This design comes from an exercise in tuning for small area and a short achievable clock period on the open sky130 flow, not from production work. Power is estimated from default activity; no workload was simulated.

==> build 20: inputs <==
## exec_stage
module exec_stage (
    input  logic            clk,
    input  logic            rst_i,
    input  logic [411:0]    issue_i,
    input  logic [65:0]     bypass_a_i,
    input  logic [65:0]     bypass_b_i,
    output logic [285:0]    result_o,
    output logic            redirect_o,
    output exec_pkg::word_t redirect_pc_o,
    output logic            branch_cond_o
);
==> flow/config.mk <==
export PLATFORM = sky130hd
export DESIGN_NAME = exec_stage
export DESIGN_NICKNAME = exec_stage
export VERILOG_FILES = /design/flow/design.v
export SDC_FILE = /design/flow/constraint.sdc
export NUM_CORES = 4
export LEC_CHECK = 0
export CAP_MARGIN = 20
export CORE_MARGIN = 2
export CORE_UTILIZATION = 40
export SETUP_SLACK_MARGIN = 3.0
export SLEW_MARGIN = 20
==> flow/constraint.sdc <==
create_clock -name core_clock -period 6.0 [get_ports {clk}]
set_input_delay 1.2000 -clock core_clock [delete_from_list [all_inputs] [get_ports {clk}]]
set_output_delay 1.2000 -clock core_clock [all_outputs]
set_load 0.01 [all_outputs]
standard.sh (not shown) runs the stock make flow with config.mk's settings and CLKGATE_MAP_FILE= SYNTH_SCRIPT=/design/flow/synth_recipe.tcl, a recipe that flattens the netlist after the stock synthesis.
==> flow/flow/run.sh <==
#!/bin/bash
# Standard layout, with plain buffers (not delay cells) on the ports.
cp standard.sh standard_sh.txt
export BUFFER_PORTS_ARGS="-buffer_cell sky130_fd_sc_hd__buf_1"
bash standard.sh > standard.log 2>&1
==> trial 69 (differences from build 20) <==
SETUP_SLACK_MARGIN = 0.2   (was 3.0)
==> build 37 (differences from build 20) <==
ABC_AREA = 1   (was unset)
SETUP_SLACK_MARGIN = 0.2   (was 3.0)
==> run summary <==
metric                                                                  build 20                 build 37                 trial 69
Placed cell areas                                                    34400 sq um              34300 sq um              33900 sq um
Buffers, non-clock                                                          1224                      989                     1002
Starting utilization of the core area                                      40.5%                    40.5%                    40.5%
Post-detailed-placement half-perimeter wirelength                      112000 um                130000 um                117000 um
Clock-cell share of area                                                   3.04%                    3.94%                    3.50%
Multiplexer fraction of the synthesized cell area                          19.6%                   0.448%                    19.6%
Clock network power share                                                  24.8%                    30.9%                    27.2%
Cell type of the slowest stage on the worst timing path                   nor4_1                  o21ai_1                a2111oi_0
Resize count post-CTS                                                        506                        0                        0
Required time of the critical path                                       6470 ps                  6440 ps                  6420 ps
Non-filler instance count after layout                                      5521                     6781                     5302
GR Util met3                                                               8.42%                    6.52%                    9.14%
Proportion of power drawn by flip-flops and latches                        24.5%                    28.0%                    28.0%
Number of clock buffer instances in the layout                                50                       50                       53
Post-Synth Simple-Gate Area                                                13.3%                    30.9%                    13.3%
Run status                                               complete, no violations  complete, no violations  complete, no violations
Seq area share                                                             15.2%                    17.9%                    18.2%
Sum of internal, switching and leakage power                             9740 uW                  8520 uW                  8540 uW
No run of this note included a check of the RTL's function; only the layout flow was run.

---

==> try-xenon <==
Another version of the RTL of exec_stage (not shown whole).
export LEC_CHECK = 0
export CAP_MARGIN = 20
export CORE_MARGIN = 2
export CORE_UTILIZATION = 40
export SETUP_SLACK_MARGIN = 0.2
export SLEW_MARGIN = 20
create_clock -name core_clock -period 6.0 [get_ports {clk}]
Scripts as last shown in full above: flow/flow/run.sh
==> try-willow: changes against try-xenon <==
--- a/flow/design.v
+++ b/flow/design.v
@@ -102,50 +102,37 @@
         misaligned = ((size == exec_pkg::MSIZE2) && addr_lo[0]) || ((size == exec_pkg::MSIZE4) && (addr_lo != 2'b00));
     endfunction
 endpackage
 `timescale 1ns/1ps
 module exec_alu (
     input  exec_pkg::word_t   a_i,
     input  exec_pkg::word_t   b_i,
     input  exec_pkg::alu_op_e op_i,
-    output logic              arith_sel_o,
-    output exec_pkg::word_t   arith_o,
-    output exec_pkg::word_t   other_o,
-    output logic [1:0]        y_lo_o,
+    output exec_pkg::word_t   y_o,
     output logic              overflow_o
 );
     logic        sub;
-    logic        is_addsub;
-    logic        is_cmp;
     logic [31:0] bx;
-    logic [33:0] sum_c;
     logic [32:0] sum;
     logic        slt;
     logic        sltu;
-    logic        cmp;
     logic [4:0]  shamt;
     logic        is_sll;
     logic        fill;
     logic [31:0] sh_in;
     logic [31:0] sh0, sh1, sh2, sh3, sh4;
     logic [31:0] sh_rev;
-    assign is_addsub = (op_i[3:2] == 2'b00);
-    assign is_cmp    = (op_i[3:1] == 3'b100);
-    assign sub = (op_i[3:1] == 3'b001) || is_cmp;
+    assign sub = (op_i[3:1] == 3'b001) || (op_i[3:1] == 3'b100);
     assign bx  = b_i ^ {32{sub}};
-    assign sum_c = {1'b0, a_i, 1'b1} + {1'b0, bx, sub};
-    assign sum   = sum_c[33:1];
-    assign overflow_o = is_addsub && !op_i[0] &&
+    assign sum = {1'b0, a_i} + {1'b0, bx} + {32'b0, sub};
+    assign overflow_o = (op_i[3:2] == 2'b00) && !op_i[0] &&
                         (a_i[31] == bx[31]) && (sum[31] != a_i[31]);
     assign slt  = (a_i[31] ^ b_i[31]) ? a_i[31] : sum[31];
     assign sltu = !sum[32];
-    assign cmp  = op_i[0] ? sltu : slt;
-    assign arith_sel_o = is_addsub || is_cmp;
-    assign arith_o     = is_cmp ? {31'b0, cmp} : sum[31:0];
     assign shamt  = a_i[4:0];
     assign is_sll = (op_i == exec_pkg::SLL);
     assign fill   = (op_i == exec_pkg::SRA) && b_i[31];
     always_comb begin
         for (int i = 0; i < 32; i++) begin
             sh_in[i] = is_sll ? b_i[31-i] : b_i[i];
         end
         sh0 = shamt[0] ? {{1{fill}},  sh_in[31:1]}  : sh_in;
@@ -154,28 +141,31 @@
         sh3 = shamt[3] ? {{8{fill}},  sh2[31:8]}    : sh2;
         sh4 = shamt[4] ? {{16{fill}}, sh3[31:16]}   : sh3;
         for (int i = 0; i < 32; i++) begin
             sh_rev[i] = sh4[31-i];
         end
     end
     always_comb begin
         case (op_i)
-            exec_pkg::AND:  other_o = a_i & b_i;
-            exec_pkg::OR:   other_o = a_i | b_i;
-            exec_pkg::XOR:  other_o = a_i ^ b_i;
-            exec_pkg::NOR:  other_o = ~(a_i | b_i);
-            exec_pkg::SLL:  other_o = sh_rev;
+            exec_pkg::ADD, exec_pkg::ADDU,
+            exec_pkg::SUB, exec_pkg::SUBU: y_o = sum[31:0];
+            exec_pkg::AND:  y_o = a_i & b_i;
+            exec_pkg::OR:   y_o = a_i | b_i;
+            exec_pkg::XOR:  y_o = a_i ^ b_i;
+            exec_pkg::NOR:  y_o = ~(a_i | b_i);
+            exec_pkg::SLT:  y_o = {31'b0, slt};
+            exec_pkg::SLTU: y_o = {31'b0, sltu};
+            exec_pkg::SLL:  y_o = sh_rev;
             exec_pkg::SRL,
-            exec_pkg::SRA:  other_o = sh4;
-            exec_pkg::LUI:  other_o = {b_i[15:0], 16'b0};
-            default:        other_o = '0;
+            exec_pkg::SRA:  y_o = sh4;
+            exec_pkg::LUI:  y_o = {b_i[15:0], 16'b0};
+            default:        y_o = '0;
         endcase
     end
-    assign y_lo_o = arith_sel_o ? arith_o[1:0] : other_o[1:0];
 endmodule
 `timescale 1ns/1ps
 module branch_resolve (
     input  exec_pkg::issue_t issue_i,
     input  exec_pkg::word_t  rs_i,
     input  logic             rs_eq_rt_i,
     input  exec_pkg::word_t  pc8_i,
     output logic             cond_o,
@@ -238,59 +228,51 @@
 module exec_lane (
     input  exec_pkg::issue_t  issue_i,
     input  exec_pkg::bypass_t bypass_a_i,
     input  exec_pkg::bypass_t bypass_b_i,
     output exec_pkg::word_t   rs_o,
     output exec_pkg::word_t   rt_o,
     output logic              rs_eq_rt_o,
     output exec_pkg::word_t   pc8_o,
-    output logic              arith_sel_o,
-    output exec_pkg::word_t   arith_o,
-    output exec_pkg::word_t   other_o,
+    output exec_pkg::word_t   alu_out_o,
     output logic              regwrite_o,
     output logic              addr_bad_o,
     output logic              overflow_o,
     output logic              trap_o
 );
     exec_pkg::ctl_t  ctl;
     exec_pkg::word_t rs;
     exec_pkg::word_t rt;
     exec_pkg::word_t imm_ext;
     exec_pkg::word_t op_a;
     exec_pkg::word_t op_b;
-    logic            alu_arith_sel;
-    exec_pkg::word_t alu_other;
-    logic [1:0]      y_lo;
+    exec_pkg::word_t alu_y;
     logic            rt_zero;
     logic            cm_fail;
     assign ctl = issue_i.ctl;
     assign rs = bypass_a_i.bypass ? bypass_a_i.data : issue_i.rd1;
     assign rt = bypass_b_i.bypass ? bypass_b_i.data : issue_i.rd2;
     assign rs_o = rs;
     assign rt_o = rt;
     assign rs_eq_rt_o = (rs == rt);
     assign rt_zero    = (rt == '0);
     assign imm_ext = exec_pkg::ext_imm(issue_i.imm, ctl.zero_ext);
     assign op_a = ctl.shamt_valid ? {27'b0, issue_i.raw_instr[10:6]} : rs;
     assign op_b = ctl.imm_src ? imm_ext : rt;
     exec_alu i_alu (
-        .a_i         (op_a),
-        .b_i         (op_b),
-        .op_i        (ctl.alu_op),
-        .arith_sel_o (alu_arith_sel),
-        .arith_o     (arith_o),
-        .other_o     (alu_other),
-        .y_lo_o      (y_lo),
-        .overflow_o  (overflow_o)
+        .a_i        (op_a),
+        .b_i        (op_b),
+        .op_i       (ctl.alu_op),
+        .y_o        (alu_y),
+        .overflow_o (overflow_o)
     );
-    assign pc8_o       = {issue_i.pc[31:3] + 29'd1, issue_i.pc[2:0]};
-    assign arith_sel_o = alu_arith_sel && !ctl.is_link;
-    assign other_o     = ctl.is_link ? pc8_o : alu_other;
-    assign addr_bad_o = exec_pkg::misaligned(ctl.msize, y_lo);
+    assign pc8_o     = {issue_i.pc[31:3] + 29'd1, issue_i.pc[2:0]};
+    assign alu_out_o = ctl.is_link ? pc8_o : alu_y;
+    assign addr_bad_o = exec_pkg::misaligned(ctl.msize, alu_y[1:0]);
     always_comb begin
         case (ctl.cmove)
             exec_pkg::CM_MOVZ: cm_fail = !rt_zero;
             exec_pkg::CM_MOVN: cm_fail = rt_zero;
             default:           cm_fail = 1'b0;
         endcase
     end
     assign regwrite_o = ctl.regwrite && !cm_fail;
@@ -309,19 +291,18 @@
     output logic            branch_cond_o
 );
     exec_pkg::issue_t  iss0;
     exec_pkg::issue_t  iss1;
     exec_pkg::bypass_t byp_a0;
     exec_pkg::bypass_t byp_a1;
     exec_pkg::bypass_t byp_b0;
     exec_pkg::bypass_t byp_b1;
-    exec_pkg::word_t rs0, rt0, pc8_0, arith0, other0;
-    exec_pkg::word_t rs1, rt1, pc8_1, arith1, other1;
-    logic            asel0, asel1;
+    exec_pkg::word_t rs0, rt0, pc8_0, alu0;
+    exec_pkg::word_t rs1, rt1, pc8_1, alu1;
     logic            eq0, rw0, bad0, ovf0, trap0;
     logic            eq1, rw1, bad1, ovf1, trap1;
     logic            br_cond;
     logic            br_redirect;
     exec_pkg::word_t br_target;
     assign iss0   = issue_i[205:0];
     assign iss1   = issue_i[411:206];
     assign byp_a0 = bypass_a_i[32:0];
@@ -331,132 +312,123 @@
     exec_lane i_lane0 (
         .issue_i    (iss0),
         .bypass_a_i (byp_a0),
         .bypass_b_i (byp_b0),
         .rs_o       (rs0),
         .rt_o       (rt0),
         .rs_eq_rt_o (eq0),
         .pc8_o      (pc8_0),
-        .arith_sel_o(asel0),
-        .arith_o    (arith0),
-        .other_o    (other0),
+        .alu_out_o  (alu0),
         .regwrite_o (rw0),
         .addr_bad_o (bad0),
         .overflow_o (ovf0),
         .trap_o     (trap0)
     );
     exec_lane i_lane1 (
         .issue_i    (iss1),
         .bypass_a_i (byp_a1),
         .bypass_b_i (byp_b1),
         .rs_o       (rs1),
         .rt_o       (rt1),
         .rs_eq_rt_o (eq1),
         .pc8_o      (pc8_1),
-        .arith_sel_o(asel1),
-        .arith_o    (arith1),
-        .other_o    (other1),
+        .alu_out_o  (alu1),
         .regwrite_o (rw1),
         .addr_bad_o (bad1),
         .overflow_o (ovf1),
         .trap_o     (trap1)
     );
     branch_resolve i_branch (
         .issue_i    (iss1),
         .rs_i       (rs1),
         .rs_eq_rt_i (eq1),
         .pc8_i      (pc8_1),
         .cond_o     (br_cond),
         .redirect_o (br_redirect),
         .target_o   (br_target)
     );
     logic            v0_q, v1_q;
     logic            redirect_q, cond_q;
-    exec_pkg::word_t pc0_q, arith0_q, other0_q, srca0_q, srcb0_q;
-    exec_pkg::word_t pc1_q, arith1_q, other1_q, srca1_q, srcb1_q;
-    logic            asel0_q, asel1_q;
+    exec_pkg::word_t pc0_q, alu0_q, srca0_q, srcb0_q;
+    exec_pkg::word_t pc1_q, alu1_q, srca1_q, srcb1_q;
     logic [4:0]      rdst0_q, rdst1_q;
     logic [1:0]      msize0_q, msize1_q;
     logic            rw0_q, mtr0_q, mw0_q, bad0_q, ovf0_q, trap0_q;
     logic            rw1_q, mtr1_q, mw1_q, bad1_q, ovf1_q, trap1_q;
-    logic            x1_q;
+    logic            inexc1_q;
     exec_pkg::word_t target_q;
     always_ff @(posedge clk) begin
         if (rst_i) begin
             v0_q       <= 1'b0;
             v1_q       <= 1'b0;
             redirect_q <= 1'b0;
             cond_q     <= 1'b0;
         end else begin
             v0_q       <= iss0.valid;
             v1_q       <= iss1.valid;
             redirect_q <= br_redirect;
             cond_q     <= br_cond;
         end
     end
     always_ff @(posedge clk) begin
         pc0_q    <= iss0.pc;
-        asel0_q  <= asel0;
-        arith0_q <= arith0;
-        other0_q <= other0;
+        alu0_q   <= alu0;
         srca0_q  <= rs0;
         srcb0_q  <= rt0;
         rdst0_q  <= iss0.rdst;
         msize0_q <= iss0.ctl.msize;
         rw0_q    <= rw0;
         mtr0_q   <= iss0.ctl.memtoreg;
         mw0_q    <= iss0.ctl.memwrite;
         bad0_q   <= bad0;
         ovf0_q   <= ovf0;
         trap0_q  <= trap0;
         pc1_q    <= iss1.pc;
-        asel1_q  <= asel1;
-        arith1_q <= arith1;
-        other1_q <= other1;
+        alu1_q   <= alu1;
         srca1_q  <= rs1;
         srcb1_q  <= rt1;
         rdst1_q  <= iss1.rdst;
         msize1_q <= iss1.ctl.msize;
         rw1_q    <= rw1;
         mtr1_q   <= iss1.ctl.memtoreg;
         mw1_q    <= iss1.ctl.memwrite;
         bad1_q   <= bad1;
         ovf1_q   <= ovf1;
         trap1_q  <= trap1;
-        x1_q     <= iss1.in_exc || trap1;
+        inexc1_q <= iss1.in_exc;
         target_q <= br_target;
     end
     logic l1_exc;
     logic adel0, ades0, adel1, ades1;
     assign adel0  = mtr0_q && bad0_q;
     assign ades0  = mw0_q && bad0_q;
     assign adel1  = mtr1_q && bad1_q;
     assign ades1  = mw1_q && bad1_q;
-    assign l1_exc = v1_q && (x1_q || ovf1_q || ((mtr1_q || mw1_q) && bad1_q));
+    assign l1_exc = v1_q && (inexc1_q || ovf1_q || adel1 || ades1 || trap1_q);
     exec_pkg::result_t out0;
     exec_pkg::result_t out1;
     always_comb begin
         out0.valid        = v0_q && !(v1_q && ovf1_q);
         out0.pc           = pc0_q;
-        out0.alu_out      = asel0_q ? arith0_q : other0_q;
+        out0.alu_out      = alu0_q;
         out0.srca         = srca0_q;
         out0.srcb         = srcb0_q;
         out0.rdst         = rdst0_q;
         out0.regwrite     = rw0_q;
         out0.memtoreg     = mtr0_q && !bad0_q && !l1_exc;
         out0.memwrite     = mw0_q && !bad0_q && !l1_exc;
         out0.msize        = exec_pkg::msize_e'(msize0_q);
         out0.exc.overflow = ovf0_q;
         out0.exc.adel     = adel0;
         out0.exc.ades     = ades0;
         out0.exc.trap     = trap0_q;
         out1.valid        = v1_q;
         out1.pc           = pc1_q;
-        out1.alu_out      = asel1_q ? arith1_q : other1_q;
+        out1.alu_out      = alu1_q;
         out1.srca         = srca1_q;
         out1.srcb         = srcb1_q;
         out1.rdst         = rdst1_q;
         out1.regwrite     = rw1_q;
         out1.memtoreg     = mtr1_q && !bad1_q;
         out1.memwrite     = mw1_q && !bad1_q;
         out1.msize        = exec_pkg::msize_e'(msize1_q);
         out1.exc.overflow = ovf1_q;
==> flow/run.sh (new file) <==
#!/bin/bash
# synth_recipe.tcl (not shown) runs the flow's synth.tcl, then flattens the netlist and writes it again
# the make line also repeats each setting of config.mk as NAME=value (left out here)
make -C /OpenROAD-flow-scripts/flow DESIGN_CONFIG=/design/flow/config.mk WORK_HOME=/design/flow/orfs CLKGATE_MAP_FILE= SYNTH_SCRIPT=/design/flow/synth_recipe.tcl finish
removed: flow/flow/run.sh
removed: flow/standard.sh
==> try-umber: changes against try-xenon <==
--- a/flow/design.v
+++ b/flow/design.v
@@ -169,75 +169,93 @@
             exec_pkg::LUI:  other_o = {b_i[15:0], 16'b0};
             default:        other_o = '0;
         endcase
     end
     assign y_lo_o = arith_sel_o ? arith_o[1:0] : other_o[1:0];
 endmodule
 `timescale 1ns/1ps
 module branch_resolve (
-    input  exec_pkg::issue_t issue_i,
-    input  exec_pkg::word_t  rs_i,
-    input  logic             rs_eq_rt_i,
-    input  exec_pkg::word_t  pc8_i,
-    output logic             cond_o,
-    output logic             redirect_o,
-    output exec_pkg::word_t  target_o
+    input  exec_pkg::issue_t  issue_i,
+    input  exec_pkg::bypass_t bypass_a_i,
+    input  exec_pkg::word_t   rs_i,
+    input  logic              rs_eq_rt_i,
+    input  exec_pkg::word_t   pc8_i,
+    output logic              cond_o,
+    output logic              redirect_o,
+    output exec_pkg::word_t   target_o
 );
     exec_pkg::ctl_t  ctl;
     logic        rs_zero;
+    logic        rs_neg;
+    logic        tk_eq;
+    logic        tk_ne;
     logic        taken;
     logic [29:0] br_word;
     logic [31:0] br_target;
     logic [3:0]  slot_hi;
     logic [31:0] j_target;
+    logic [31:0] jmp_target;
+    logic        is_jmp;
     logic        pre_taken;
     logic        eq_pc8;
     logic        eq_rs;
     logic        eq_j;
-    logic        eq_sel;
+    logic        eq_jmp;
+    exec_pkg::word_t tgt_taken;
+    exec_pkg::word_t tgt_not;
+    logic        red_taken;
+    logic        red_not;
     assign ctl       = issue_i.ctl;
     assign pre_taken = issue_i.pre_taken;
-    assign rs_zero   = (rs_i == '0);
-    always_comb begin
-        case (ctl.branch_type)
-            exec_pkg::BEQ:  taken = rs_eq_rt_i;
-            exec_pkg::BNE:  taken = !rs_eq_rt_i;
-            exec_pkg::BGEZ: taken = !rs_i[31];
-            exec_pkg::BGTZ: taken = !rs_i[31] && !rs_zero;
-            exec_pkg::BLEZ: taken = rs_i[31] || rs_zero;
-            exec_pkg::BLTZ: taken = rs_i[31];
-            default:        taken = 1'b0;
+    assign is_jmp    = ctl.jump || ctl.jr;
+    assign rs_zero = bypass_a_i.bypass ? (bypass_a_i.data == '0) : (issue_i.rd1 == '0);
+    assign rs_neg  = rs_i[31];
+    function automatic logic br_taken(logic [2:0] bt, logic eq, logic neg, logic zero);
+        case (bt)
+            3'd0:    br_taken = eq;
+            3'd1:    br_taken = !eq;
+            3'd2:    br_taken = !neg;
+            3'd3:    br_taken = !neg && !zero;
+            3'd4:    br_taken = neg || zero;
+            3'd5:    br_taken = neg;
+            default: br_taken = 1'b0;
         endcase
-    end
+    endfunction
+    assign tk_eq = br_taken(ctl.branch_type, 1'b1, rs_neg, rs_zero);
+    assign tk_ne = br_taken(ctl.branch_type, 1'b0, rs_neg, rs_zero);
+    assign taken = rs_eq_rt_i ? tk_eq : tk_ne;
     assign cond_o = ctl.branch && taken;
     assign br_word   = issue_i.pc[31:2] + {{14{issue_i.raw_instr[15]}}, issue_i.raw_instr[15:0]} + 30'd1;
     assign br_target = {br_word, issue_i.pc[1:0]};
     assign slot_hi   = issue_i.pc[31:28] + {3'b000, &issue_i.pc[27:2]};
     assign j_target  = {slot_hi, issue_i.raw_instr[25:0], 2'b00};
     always_comb begin
-        if (cond_o && !pre_taken) begin
-            target_o = br_target;
-        end else if (ctl.branch && !cond_o && pre_taken) begin
-            target_o = pc8_i;
-        end else if (ctl.jr) begin
-            target_o = rs_i;
+        if (ctl.jr) begin
+            jmp_target = rs_i;
         end else if (ctl.jump) begin
-            target_o = j_target;
+            jmp_target = j_target;
         end else begin
-            target_o = '0;
+            jmp_target = '0;
         end
     end
+    assign tgt_taken = (ctl.branch && !pre_taken) ? br_target : jmp_target;
+    assign tgt_not   = (ctl.branch && pre_taken)  ? pc8_i     : jmp_target;
+    assign target_o  = taken ? tgt_taken : tgt_not;
     assign eq_pc8 = (issue_i.pre_pc == pc8_i);
     assign eq_rs  = (issue_i.pre_pc == rs_i);
     assign eq_j   = (issue_i.pre_pc == j_target);
-    assign eq_sel = (ctl.branch && !taken) ? eq_pc8 : (ctl.jr ? eq_rs : eq_j);
-    assign redirect_o = issue_i.valid &&
-                        ((ctl.branch && (cond_o != pre_taken)) ||
-                         ((ctl.jump || ctl.jr) && !(pre_taken && eq_sel)));
+    assign eq_jmp = ctl.jr ? eq_rs : eq_j;
+    assign red_taken = issue_i.valid &&
+                       ((ctl.branch && !pre_taken) ||
+                        (is_jmp && !(pre_taken && eq_jmp)));
+    assign red_not   = issue_i.valid &&
+                       ((ctl.branch && pre_taken) ||
+                        (is_jmp && !(pre_taken && (ctl.branch ? eq_pc8 : eq_jmp))));
+    assign redirect_o = taken ? red_taken : red_not;
 endmodule
 `timescale 1ns/1ps
 module exec_lane (
     input  exec_pkg::issue_t  issue_i,
     input  exec_pkg::bypass_t bypass_a_i,
     input  exec_pkg::bypass_t bypass_b_i,
     output exec_pkg::word_t   rs_o,
     output exec_pkg::word_t   rt_o,
@@ -357,16 +375,17 @@
         .other_o    (other1),
         .regwrite_o (rw1),
         .addr_bad_o (bad1),
         .overflow_o (ovf1),
         .trap_o     (trap1)
     );
     branch_resolve i_branch (
         .issue_i    (iss1),
+        .bypass_a_i (byp_a1),
         .rs_i       (rs1),
         .rs_eq_rt_i (eq1),
         .pc8_i      (pc8_1),
         .cond_o     (br_cond),
         .redirect_o (br_redirect),
         .target_o   (br_target)
     );
     logic            v0_q, v1_q;
ABC_AREA = 1   (was not set)
==> results by group <==
Outcome
  – Run status: finished clean

STA
  – Least-Margin Pin Slew: around 1.1 ns
  – Max Clk Rate: 194.8 MHz

Logic synthesis
  – Adder-cell area share of the yosys netlist: 0.09013

Place
  – Placed Area: about 37000 um2
  – RD Place Congestion: 1.017

Cells and area
  – Fraction of standard cell area in multi-input logic: 0.5734

Floorplanning
  – Die area: about 81000 um2
the above is filed under try-xenon

==> results by group <==
Outcome
  – Run status: finished clean

Floorplanning
  – Die area: 74640 um2

Cells and area
  – Fraction of standard cell area in multi-input logic: 0.5107

Place
  – Placed Area: 39210 um2

STA
  – Least-Margin Pin Slew: around 1.1 ns
the above is filed under try-willow

==> results by group <==
Outcome
  – Run status: finished clean

Place
  – RD Place Congestion: between 1 and 1.5

Logic synthesis
  – Adder-cell area share of the yosys netlist: 0.08972

Cells and area
  – Fraction of standard cell area in multi-input logic: 0.5535

STA
  – Max Clk Rate: ~200 MHz
the above is filed under try-umber

No functional check of the RTL was part of any run of this note.

[afterwards: timing with drivers on the ports]
No port has a modelled driver above. Below, the same layouts with a new extraction and two added sets of constraints. Step 1 (the two cells are an assumption about what drives the block):
set clk [get_ports {clk}]
set_driving_cell -lib_cell sky130_fd_sc_hd__clkbuf_16 $clk
set_driving_cell -lib_cell sky130_fd_sc_hd__buf_2 [delete_from_list [all_inputs] $clk]
Step 2 adds t to the input delays and takes it off the output delays; t is the mean of the earliest and latest rising clock arrival at the registers after step 1. Input paths then give back, and output paths get back, about the clock's delay inside the block. a / b / c = no drivers / after step 1 / after step 2; a / b = the first two.
| run | shift t [ns] | setup WS [ns] | latest minus earliest clock arrival (ns) | worst data-port slew with drivers (ns) | cell pins on the clock port's net |
|---|---|---|---|---|---|
| build 20 | 0.661 | 1.594 / 1.610 / 0.949 | 0.027 / 0.027 | 0.22 | 1 |
| trial 69 | 0.645 | 0.527 / 0.561 / -0.083 | 0.017 / 0.017 | 0.20 | 1 |
| build 37 | 0.654 | 0.815 / 0.851 / 0.197 | 0.031 / 0.030 | 0.12 | 1 |
| try-xenon | 0.666 | 0.866 / 0.912 / 0.246 | 0.042 / 0.042 | 0.27 | 1 |
| try-willow | 0.647 | 0.587 / 0.634 / -0.014 | 0.027 / 0.027 | 0.19 | 1 |
| try-umber | 0.686 | 1.047 / 1.049 / 0.362 | 0.047 / 0.047 | 0.11 | 1 |
With both steps, setup timing fails in trial 69 and try-willow, where it was met with ideal ports. The setup slack of try-umber, which loses most, moves by +0.002 ns with the drivers and by -0.685 ns with both steps.
